Source: an optimization exercise on an open RTL-to-GDS flow (aim: small area, a short achievable clock period and few clock cycles per item). Production flows keep margins and buffers that such runs may drop.
RTL that was checked went through simulation tests only; none was proved equivalent to the original.
Power figures rest on the tool's default switching activity, not on a simulated workload.

// dequant_quant_top
module dequant_quant_top (
    input  logic        clk,
    input  logic        rst_n,
    input  logic        activate,
    input  logic [24:0] up_cfg,
    input  logic [24:0] down_cfg,
    input  logic        rcv_valid,
    input  logic [32:0] rcv_beat,
    output logic        rcv_ready,
    output logic        deq_valid,
    output logic [15:0] deq_data,
    input  logic        deq_ready,
    input  logic        q_valid,
    input  logic [15:0] q_data,
    output logic        q_ready,
    output logic        trm_valid,
    output logic [32:0] trm_beat,
    input  logic        trm_ready
);
    logic        run;
    logic [4:0]  dn_lo;
    logic [5:0]  dn_hi;
    logic        ext_valid;
    logic [7:0]  ext_value;
    logic        ext_ready;
    logic [11:0] dq_half;
    logic [11:0] out_half;
    logic [7:0]  qz_value;
    dq_config cfg0 (
        .clk(clk), .rst_n(rst_n), .activate(activate),
        .down_cfg_in(down_cfg), .dn_lo(dn_lo), .dn_hi(dn_hi),
        .run(run)
    );
    bit_extractor ext0 (
        .clk(clk), .run(run), .activate(activate), .bw(up_cfg[24:21]), .num_in(up_cfg[15:0]),
        .in_valid(rcv_valid), .in_data(rcv_beat[32:1]), .in_ready(rcv_ready),
        .out_valid(ext_valid), .out_value(ext_value), .out_ready(ext_ready)
    );
    dequantizer deq0 (.scale(up_cfg[20:16]), .in_value(ext_value), .out_half(dq_half));
    stream_fifo #(.WIDTH(12)) up_out (
        .clk(clk), .run(run),
        .wr_valid(ext_valid), .wr_data(dq_half), .wr_ready(ext_ready),
        .rd_valid(deq_valid), .rd_data(out_half), .rd_ready(deq_ready)
    );
    assign deq_data = {1'b0, out_half, 3'b000};
    quantizer qnt0 (.lo(dn_lo), .hi(dn_hi), .bw(down_cfg[24:21]), .in_half(q_data), .out_value(qz_value));
    bit_packer pack0 (
        .clk(clk), .run(run), .activate(activate), .bw(down_cfg[24:21]), .num_in(down_cfg[15:0]),
        .in_valid(q_valid), .in_value(qz_value), .in_ready(q_ready),
        .out_valid(trm_valid), .out_beat(trm_beat), .out_ready(trm_ready)
    );
endmodule
For scale: ~1,000 cells after synthesis, about 210 flip-flops, ~160 I/O pins, roughly 11,000 µm² of cells after synthesis.
==> module dq_config, before the edit <==
module dq_config (
    input  logic        clk,
    input  logic        rst_n,
    input  logic        activate,
    input  logic [24:0] down_cfg_in,
    output logic [4:0]  dn_lo,        
    output logic [5:0]  dn_hi,        
    output logic        run
);
    always_ff @(posedge clk or negedge rst_n) begin
        if (!rst_n) begin
            run <= 1'b0;
        end else begin
            run <= activate;
        end
    end
    always_ff @(posedge clk) begin
        dn_lo <= 5'd15 - down_cfg_in[20:16];
        dn_hi <= {1'b0, 5'd15 - down_cfg_in[20:16]} + {2'd0, down_cfg_in[24:21]};
    end
endmodule
==> module quantizer, before the edit <==
module quantizer (
    input  logic [4:0]  lo,          
    input  logic [5:0]  hi,          
    input  logic [3:0]  bw,
    input  logic [15:0] in_half,
    output logic [7:0]  out_value
);
    logic        s;
    logic [4:0]  e;
    logic [10:0] mant;
    logic [7:0]  max;
    logic [7:0]  hit;
    logic [7:0]  norm;
    assign s    = in_half[15];
    assign e    = in_half[14:10];
    assign mant = {1'b1, in_half[9:0]};
    always_comb begin
        for (int i = 0; i < 8; i++) max[i] = (i < bw);
        for (int k = 0; k < 8; k++) hit[k] = (e[2:0] == 3'(lo[2:0] + 3'(k)));
        norm = '0;
        for (int k = 0; k < 8; k++) begin
            if (hit[k]) norm = norm | 8'(mant >> (10 - k));
        end
        if (s || (e == 5'd0)) begin
            out_value = '0;
        end else if ((e == 5'd31) || ({1'b0, e} >= hi)) begin
            out_value = max;
        end else if (e < lo) begin
            out_value = '0;
        end else begin
            out_value = norm;
        end
    end
endmodule
==> module bit_packer, before the edit <==
module bit_packer (
    input  logic        clk,
    input  logic        run,
    input  logic        activate,
    input  logic [3:0]  bw,
    input  logic [15:0] num_in,      
    input  logic        in_valid,
    input  logic [7:0]  in_value,
    output logic        in_ready,
    output logic        out_valid,
    output logic [32:0] out_beat,
    input  logic        out_ready
);
    logic [15:0] rem;        
    logic [7:0]  qval;       
    logic        qv;
    logic [38:0] acc;
    logic [5:0]  fill;
    logic        rem_nz;
    logic        rem_gt1;
    logic        done;
    logic        word_rdy;
    logic        push;
    logic        move;
    logic        take;
    logic [38:0] ins;
    logic [5:0]  fill_m;     
    logic [5:0]  fill_s;     
    assign rem_nz   = (rem != 16'd0);
    assign rem_gt1  = (rem[15:1] != 15'd0);
    assign done     = !rem_nz && !qv;
    assign word_rdy = fill[5] || (done && (fill != 6'd0));
    assign push     = qv && (!fill[5] || !out_valid);
    assign move     = word_rdy && (!out_valid || out_ready);
    assign take     = in_valid && in_ready;
    assign ins    = push ? ({31'd0, qval} << fill[4:0]) : 39'd0;
    assign fill_m = {1'b0, fill[4:0] & {5{fill[5]}}} + (push ? {2'd0, bw} : 6'd0);
    assign fill_s = fill + (push ? {2'd0, bw} : 6'd0);
    logic [3:0] rdy_n;
    always_comb begin
        for (int k = 0; k < 4; k++) begin
            logic t, r, mv, nz, qvn, ovn;
            logic [5:0] fn;
            t   = k[1];
            r   = k[0];
            mv  = word_rdy && (!out_valid || r);
            nz  = t ? rem_gt1 : rem_nz;
            qvn = t || (qv && !push);
            ovn = mv || (out_valid && !r);
            fn  = mv ? fill_m : fill_s;
            rdy_n[k] = nz && (!qvn || !fn[5] || !ovn);
        end
    end
    always_ff @(posedge clk) begin
        if (!run) begin
            rem       <= num_in;
            qv        <= 1'b0;
            fill      <= '0;
            out_valid <= 1'b0;
            acc       <= '0;
            in_ready  <= activate && (num_in != 16'd0);
        end else begin
            if (take) begin
                rem <= rem - 16'd1;
            end
            qv        <= take || (qv && !push);
            fill      <= move ? fill_m : fill_s;
            out_valid <= move || (out_valid && !out_ready);
            acc       <= move ? ({32'd0, acc[38:32]} | ins) : (acc | ins);
            in_ready  <= activate && rdy_n[{take, out_ready}];
        end
        if (take) begin
            qval <= in_value;
        end
        if (move) begin
            out_beat <= {acc[31:0], done && (!fill[5] || fill == 6'd32)};
        end
    end
endmodule
==> module dequant_quant_top, before the edit <==
module dequant_quant_top (
    input  logic        clk,
    input  logic        rst_n,
    input  logic        activate,
    input  logic [24:0] up_cfg,
    input  logic [24:0] down_cfg,
    input  logic        rcv_valid,
    input  logic [32:0] rcv_beat,
    output logic        rcv_ready,
    output logic        deq_valid,
    output logic [15:0] deq_data,
    input  logic        deq_ready,
    input  logic        q_valid,
    input  logic [15:0] q_data,
    output logic        q_ready,
    output logic        trm_valid,
    output logic [32:0] trm_beat,
    input  logic        trm_ready
);
    logic        run;
    logic [4:0]  dn_lo;
    logic [5:0]  dn_hi;
    logic        ext_valid;
    logic [7:0]  ext_value;
    logic        ext_ready;
    logic [11:0] dq_half;
    logic [11:0] out_half;
    logic [7:0]  qz_value;
    dq_config cfg0 (
        .clk(clk), .rst_n(rst_n), .activate(activate),
        .down_cfg_in(down_cfg), .dn_lo(dn_lo), .dn_hi(dn_hi),
        .run(run)
    );
    bit_extractor ext0 (
        .clk(clk), .run(run), .activate(activate), .bw(up_cfg[24:21]), .num_in(up_cfg[15:0]),
        .in_valid(rcv_valid), .in_data(rcv_beat[32:1]), .in_ready(rcv_ready),
        .out_valid(ext_valid), .out_value(ext_value), .out_ready(ext_ready)
    );
    dequantizer deq0 (.scale(up_cfg[20:16]), .in_value(ext_value), .out_half(dq_half));
    stream_fifo #(.WIDTH(12)) up_out (
        .clk(clk), .run(run),
        .wr_valid(ext_valid), .wr_data(dq_half), .wr_ready(ext_ready),
        .rd_valid(deq_valid), .rd_data(out_half), .rd_ready(deq_ready)
    );
    assign deq_data = {1'b0, out_half, 3'b000};
    quantizer qnt0 (.lo(dn_lo), .hi(dn_hi), .bw(down_cfg[24:21]), .in_half(q_data), .out_value(qz_value));
    bit_packer pack0 (
        .clk(clk), .run(run), .activate(activate), .bw(down_cfg[24:21]), .num_in(down_cfg[15:0]),
        .in_valid(q_valid), .in_value(qz_value), .in_ready(q_ready),
        .out_valid(trm_valid), .out_beat(trm_beat), .out_ready(trm_ready)
    );
endmodule
Settings: LEC_CHECK=0, CAP_MARGIN=20, CORE_MARGIN=2, CORE_UTILIZATION=60, SLEW_MARGIN=20; clock period 9.0 ns.
standard.sh (not shown) runs the stock make flow with config.mk's settings and CLKGATE_MAP_FILE= SYNTH_SCRIPT=/design/flow/synth_recipe.tcl, a recipe that flattens the netlist after the stock synthesis.
==> flow/flow/run.sh <==
#!/bin/bash
# The standard layout, with buf_1 port buffers, a tighter repair target and
# a clock tree without dummy loads.
export BUFFER_PORTS_ARGS="-buffer_cell sky130_fd_sc_hd__buf_1"
export SETUP_SLACK_MARGIN=6.2
export CTS_ARGS="-sink_clustering_enable -repair_clock_nets -dont_use_dummy_load -buf_list {sky130_fd_sc_hd__clkbuf_4 sky130_fd_sc_hd__clkbuf_8} -sink_clustering_size 20 -sink_clustering_max_diameter 60"
bash standard.sh > standard.log 2>&1
Next try:
--- a/flow/design.v
+++ b/flow/design.v
@@ -8,9 +8,11 @@
     input  logic        clk,
     input  logic        rst_n,
     input  logic        activate,
+    input  logic [24:0] up_cfg_in,
     input  logic [24:0] down_cfg_in,
+    output logic [3:0]  up_bw,
+    output logic [3:0]  dn_bw,
     output logic [4:0]  dn_lo,        
-    output logic [5:0]  dn_hi,        
     output logic        run
 );
     always_ff @(posedge clk or negedge rst_n) begin
@@ -21,8 +23,9 @@
         end
     end
     always_ff @(posedge clk) begin
+        up_bw <= up_cfg_in[24:21];
+        dn_bw <= down_cfg_in[24:21];
         dn_lo <= 5'd15 - down_cfg_in[20:16];
-        dn_hi <= {1'b0, 5'd15 - down_cfg_in[20:16]} + {2'd0, down_cfg_in[24:21]};
     end
 endmodule
 `timescale 1ns/1ps
@@ -165,36 +168,31 @@
 `timescale 1ns/1ps
 module quantizer (
     input  logic [4:0]  lo,          
-    input  logic [5:0]  hi,          
     input  logic [3:0]  bw,
     input  logic [15:0] in_half,
-    output logic [7:0]  out_value
+    output logic        sat,         
+    output logic [7:0]  value        
 );
     logic        s;
     logic [4:0]  e;
     logic [10:0] mant;
-    logic [7:0]  max;
+    logic [5:0]  hi;
     logic [7:0]  hit;
     logic [7:0]  norm;
+    logic        zero;
     assign s    = in_half[15];
     assign e    = in_half[14:10];
     assign mant = {1'b1, in_half[9:0]};
+    assign hi   = {1'b0, lo} + {2'd0, bw};
     always_comb begin
-        for (int i = 0; i < 8; i++) max[i] = (i < bw);
         for (int k = 0; k < 8; k++) hit[k] = (e[2:0] == 3'(lo[2:0] + 3'(k)));
         norm = '0;
         for (int k = 0; k < 8; k++) begin
             if (hit[k]) norm = norm | 8'(mant >> (10 - k));
         end
-        if (s || (e == 5'd0)) begin
-            out_value = '0;
-        end else if ((e == 5'd31) || ({1'b0, e} >= hi)) begin
-            out_value = max;
-        end else if (e < lo) begin
-            out_value = '0;
-        end else begin
-            out_value = norm;
-        end
+        zero  = s || (e == 5'd0) || (e < lo) || ({1'b0, e} >= hi);
+        sat   = !s && (e != 5'd0) && ((e == 5'd31) || ({1'b0, e} >= hi));
+        value = zero ? 8'd0 : norm;
     end
 endmodule
 `timescale 1ns/1ps
@@ -205,6 +203,7 @@
     input  logic [3:0]  bw,
     input  logic [15:0] num_in,      
     input  logic        in_valid,
+    input  logic        in_sat,      
     input  logic [7:0]  in_value,
     output logic        in_ready,
     output logic        out_valid,
@@ -213,6 +212,9 @@
 );
     logic [15:0] rem;        
     logic [7:0]  qval;       
+    logic        qsat;
+    logic [7:0]  max;
+    logic [7:0]  qv_val;
     logic        qv;
     logic [38:0] acc;
     logic [5:0]  fill;
@@ -233,7 +235,11 @@
     assign push     = qv && (!fill[5] || !out_valid);
     assign move     = word_rdy && (!out_valid || out_ready);
     assign take     = in_valid && in_ready;
-    assign ins    = push ? ({31'd0, qval} << fill[4:0]) : 39'd0;
+    always_comb begin
+        for (int i = 0; i < 8; i++) max[i] = (i < bw);
+    end
+    assign qv_val = qsat ? max : qval;
+    assign ins    = push ? ({31'd0, qv_val} << fill[4:0]) : 39'd0;
     assign fill_m = {1'b0, fill[4:0] & {5{fill[5]}}} + (push ? {2'd0, bw} : 6'd0);
     assign fill_s = fill + (push ? {2'd0, bw} : 6'd0);
     logic [3:0] rdy_n;
@@ -271,6 +277,7 @@
         end
         if (take) begin
             qval <= in_value;
+            qsat <= in_sat;
         end
         if (move) begin
             out_beat <= {acc[31:0], done && (!fill[5] || fill == 6'd32)};
@@ -298,8 +305,10 @@
     input  logic        trm_ready
 );
     logic        run;
+    logic [3:0]  up_bw;
+    logic [3:0]  dn_bw;
     logic [4:0]  dn_lo;
-    logic [5:0]  dn_hi;
+    logic        qz_sat;
     logic        ext_valid;
     logic [7:0]  ext_value;
     logic        ext_ready;
@@ -308,11 +317,12 @@
     logic [7:0]  qz_value;
     dq_config cfg0 (
         .clk(clk), .rst_n(rst_n), .activate(activate),
-        .down_cfg_in(down_cfg), .dn_lo(dn_lo), .dn_hi(dn_hi),
+        .up_cfg_in(up_cfg), .down_cfg_in(down_cfg),
+        .up_bw(up_bw), .dn_bw(dn_bw), .dn_lo(dn_lo),
         .run(run)
     );
     bit_extractor ext0 (
-        .clk(clk), .run(run), .activate(activate), .bw(up_cfg[24:21]), .num_in(up_cfg[15:0]),
+        .clk(clk), .run(run), .activate(activate), .bw(up_bw), .num_in(up_cfg[15:0]),
         .in_valid(rcv_valid), .in_data(rcv_beat[32:1]), .in_ready(rcv_ready),
         .out_valid(ext_valid), .out_value(ext_value), .out_ready(ext_ready)
     );
@@ -323,10 +333,10 @@
         .rd_valid(deq_valid), .rd_data(out_half), .rd_ready(deq_ready)
     );
     assign deq_data = {1'b0, out_half, 3'b000};
-    quantizer qnt0 (.lo(dn_lo), .hi(dn_hi), .bw(down_cfg[24:21]), .in_half(q_data), .out_value(qz_value));
+    quantizer qnt0 (.lo(dn_lo), .bw(dn_bw), .in_half(q_data), .sat(qz_sat), .value(qz_value));
     bit_packer pack0 (
-        .clk(clk), .run(run), .activate(activate), .bw(down_cfg[24:21]), .num_in(down_cfg[15:0]),
-        .in_valid(q_valid), .in_value(qz_value), .in_ready(q_ready),
+        .clk(clk), .run(run), .activate(activate), .bw(dn_bw), .num_in(down_cfg[15:0]),
+        .in_valid(q_valid), .in_sat(qz_sat), .in_value(qz_value), .in_ready(q_ready),
         .out_valid(trm_valid), .out_beat(trm_beat), .out_ready(trm_ready)
     );
 endmodule
Effect:
- clock-buffer cell count climbs by 1
- clock skew came out higher by 45 ps
- power goes down by 0.45%
- design area went up by 0.74%
- global-route usage goes down by 0.29 points
- die area is higher by 2.8%
- wire length came out higher by 3.7%
- fmax rose by 29%
- final cell count is higher by 1.9%
- core utilization fell by 1.8 points
Function was not checked in any run of this note: the RTL went through the layout flow alone.

* * *

Another version of the RTL of dequant_quant_top (not shown whole).
Size: ~990 cells after synthesis, ~160 I/O pins, ~11000 µm² of cells after synthesis.
==> module bit_extractor, before the edit <==
module bit_extractor (
    input  logic        clk,
    input  logic        run,
    input  logic        activate,
    input  logic [3:0]  bw,
    input  logic [15:0] num_in,      
    input  logic        in_valid,
    input  logic [31:0] in_data,
    output logic        in_ready,
    output logic        out_valid,
    output logic [7:0]  out_value,
    input  logic        out_ready
);
    logic [31:0] w;
    logic [9:0]  l;
    logic [5:0]  p;
    logic [15:0] rem;        
    logic        f1;         
    logic        f2;         
    logic        rem_nz;
    logic        rem_gt1;
    logic        rem_gt2;
    logic        pop;
    logic        load;
    logic [5:0]  p_pop;      
    logic [5:0]  p_sel;
    logic [5:0]  t2;         
    logic        f2_pop;     
    logic        need_pop;
    logic        need_stay;
    logic [7:0]  mask;
    logic [41:0] win;
    logic [38:0] s32;
    logic [22:0] s16;
    logic [14:0] s8;
    logic [10:0] s4;
    logic [8:0]  s2;
    logic [7:0]  s1;
    assign rem_nz  = (rem != 16'd0);
    assign rem_gt1 = (rem[15:1] != 15'd0);
    assign rem_gt2 = rem_gt1 && (rem != 16'd2);
    assign pop  = rem_nz && !f1 && (!out_valid || out_ready);
    assign load = in_valid && in_ready;
    assign p_pop  = p + {2'd0, bw};
    assign t2     = 6'd42 - {1'b0, bw, 1'b0};
    assign f2_pop = (p_pop > t2);
    assign need_pop  = rem_gt2 ? (f2_pop && p_pop[5]) : (rem_gt1 && f2);
    assign need_stay = rem_gt1 ? (f1 || (f2 && p[5])) : (rem_nz && f1);
    assign p_sel = pop ? p_pop : p;
    always_comb begin
        for (int i = 0; i < 8; i++) mask[i] = (i < bw);
    end
    assign win = {w, l};
    always_comb begin
        for (int i = 0; i < 39; i++) s32[i] = (p[5] && i < 10) ? win[i+32] : win[i];
        for (int i = 0; i < 23; i++) s16[i] = p[4] ? s32[i+16] : s32[i];
        for (int i = 0; i < 15; i++) s8[i]  = p[3] ? s16[i+8]  : s16[i];
        for (int i = 0; i < 11; i++) s4[i]  = p[2] ? s8[i+4]   : s8[i];
        for (int i = 0; i < 9; i++)  s2[i]  = p[1] ? s4[i+2]   : s4[i];
        for (int i = 0; i < 8; i++)  s1[i]  = p[0] ? s2[i+1]   : s2[i];
    end
    always_ff @(posedge clk) begin
        if (!run) begin
            p         <= 6'd42;
            rem       <= num_in;
            f1        <= 1'b1;
            f2        <= 1'b1;
            out_valid <= 1'b0;
            in_ready  <= activate && (num_in != 16'd0);
        end else begin
            p         <= {p_sel[5] && !load, p_sel[4:0]};
            f1        <= !load && (pop ? f2 : f1);
            f2        <= !load && (pop ? f2_pop : f2);
            in_ready  <= activate && !load && (pop ? need_pop : need_stay);
            if (pop) begin
                rem <= rem - 16'd1;
            end
            if (!out_valid || out_ready) begin
                out_valid <= pop;
            end
        end
        if (load) begin
            w <= in_data;
            l <= w[31:22];
        end
        if (pop) begin
            out_value <= s1 & mask;
        end
    end
endmodule
==> flow/config.mk <==
export PLATFORM = sky130hd
export DESIGN_NAME = dequant_quant_top
export DESIGN_NICKNAME = dequant_quant_top
export VERILOG_FILES = /design/flow/design.v
export SDC_FILE = /design/flow/constraint.sdc
export NUM_CORES = 4
export LEC_CHECK = 0
export CAP_MARGIN = 20
export CORE_MARGIN = 2
export CORE_UTILIZATION = 60
export SLEW_MARGIN = 20
export TNS_END_PERCENT = 20
==> flow/constraint.sdc <==
create_clock -name core_clock -period 9.0 [get_ports {clk}]
set_input_delay 1.8000 -clock core_clock [delete_from_list [all_inputs] [get_ports {clk}]]
set_output_delay 1.8000 -clock core_clock [all_outputs]
set_load 0.01 [all_outputs]
==> flow/flow/run.sh <==
#!/bin/bash
# The standard layout, with buf_1 port buffers, a tighter repair target and
# a clock tree without dummy loads.
export BUFFER_PORTS_ARGS="-buffer_cell sky130_fd_sc_hd__buf_1"
export SETUP_SLACK_MARGIN=6.2
export CTS_ARGS="-sink_clustering_enable -repair_clock_nets -dont_use_dummy_load -buf_list {sky130_fd_sc_hd__clkbuf_4 sky130_fd_sc_hd__clkbuf_8} -sink_clustering_size 18 -sink_clustering_max_diameter 50"
bash standard.sh > standard.log 2>&1
The starting point completed without violations.
Testbench counts at the start, summed over its fixed seeds: cycles 67,917, items 74,830.
Rerun with:
--- a/flow/design.v
+++ b/flow/design.v
@@ -30,13 +30,13 @@
 endmodule
 `timescale 1ns/1ps
 module bit_extractor (
     input  logic        clk,
     input  logic        run,
     input  logic        activate,
-    input  logic [3:0]  bw,
+    input  logic [3:0]  bw,          
     input  logic [15:0] num_in,      
     input  logic        in_valid,
     input  logic [31:0] in_data,
     output logic        in_ready,
     output logic        out_valid,
     output logic [7:0]  out_value,
What happened:
- die area is unchanged
- cell area does not change
- fmax does not change
- count of clock-buffer cells in the layout stays the same
- via count does not change
- total power stays the same
- critical path depth does not change
- routed wire length does not change
- cell count is unchanged
- setup slack is unchanged
- global-route usage does not change
Testbench counts after the change, summed over its fixed seeds: cycles 67,917, items 74,830.

-- port drivers added, routing unchanged --
The results above use ideal ports. As a check the final layouts listed here were re-extracted and re-timed, cells and wires unchanged. Step 1 assumes that a clkbuf_16 drives the clock port and a buf_2 every other input. Step 2 also shifts input and output timing later by t, the mid clock arrival at the registers, as if the neighbouring blocks saw the same clock. Slacks: ideal ports / drivers / drivers and shift; pairs: ideal ports / drivers.
run | t (ns) | setup slack, ns | worst setup path at the end | latest minus earliest clock arrival (ns)
the first run of note 1 | 0.544 | 5.167 / 5.162 / 4.618 | input to register | 0.035 / 0.035
the second run of note 1 | 0.543 | 6.027 / 6.023 / 5.480 | input to register | 0.075 / 0.074
the first run of note 2 | 0.567 | 6.117 / 6.073 / 5.629 | input to register | 0.053 / 0.053
the second run of note 2 | 0.567 | 6.117 / 6.073 / 5.629 | input to register | 0.053 / 0.053
After both steps every run listed still meets setup and hold. For the first run of note 1, which loses most, drivers alone change the setup slack by -0.005 ns; drivers and shift together by -0.549 ns.
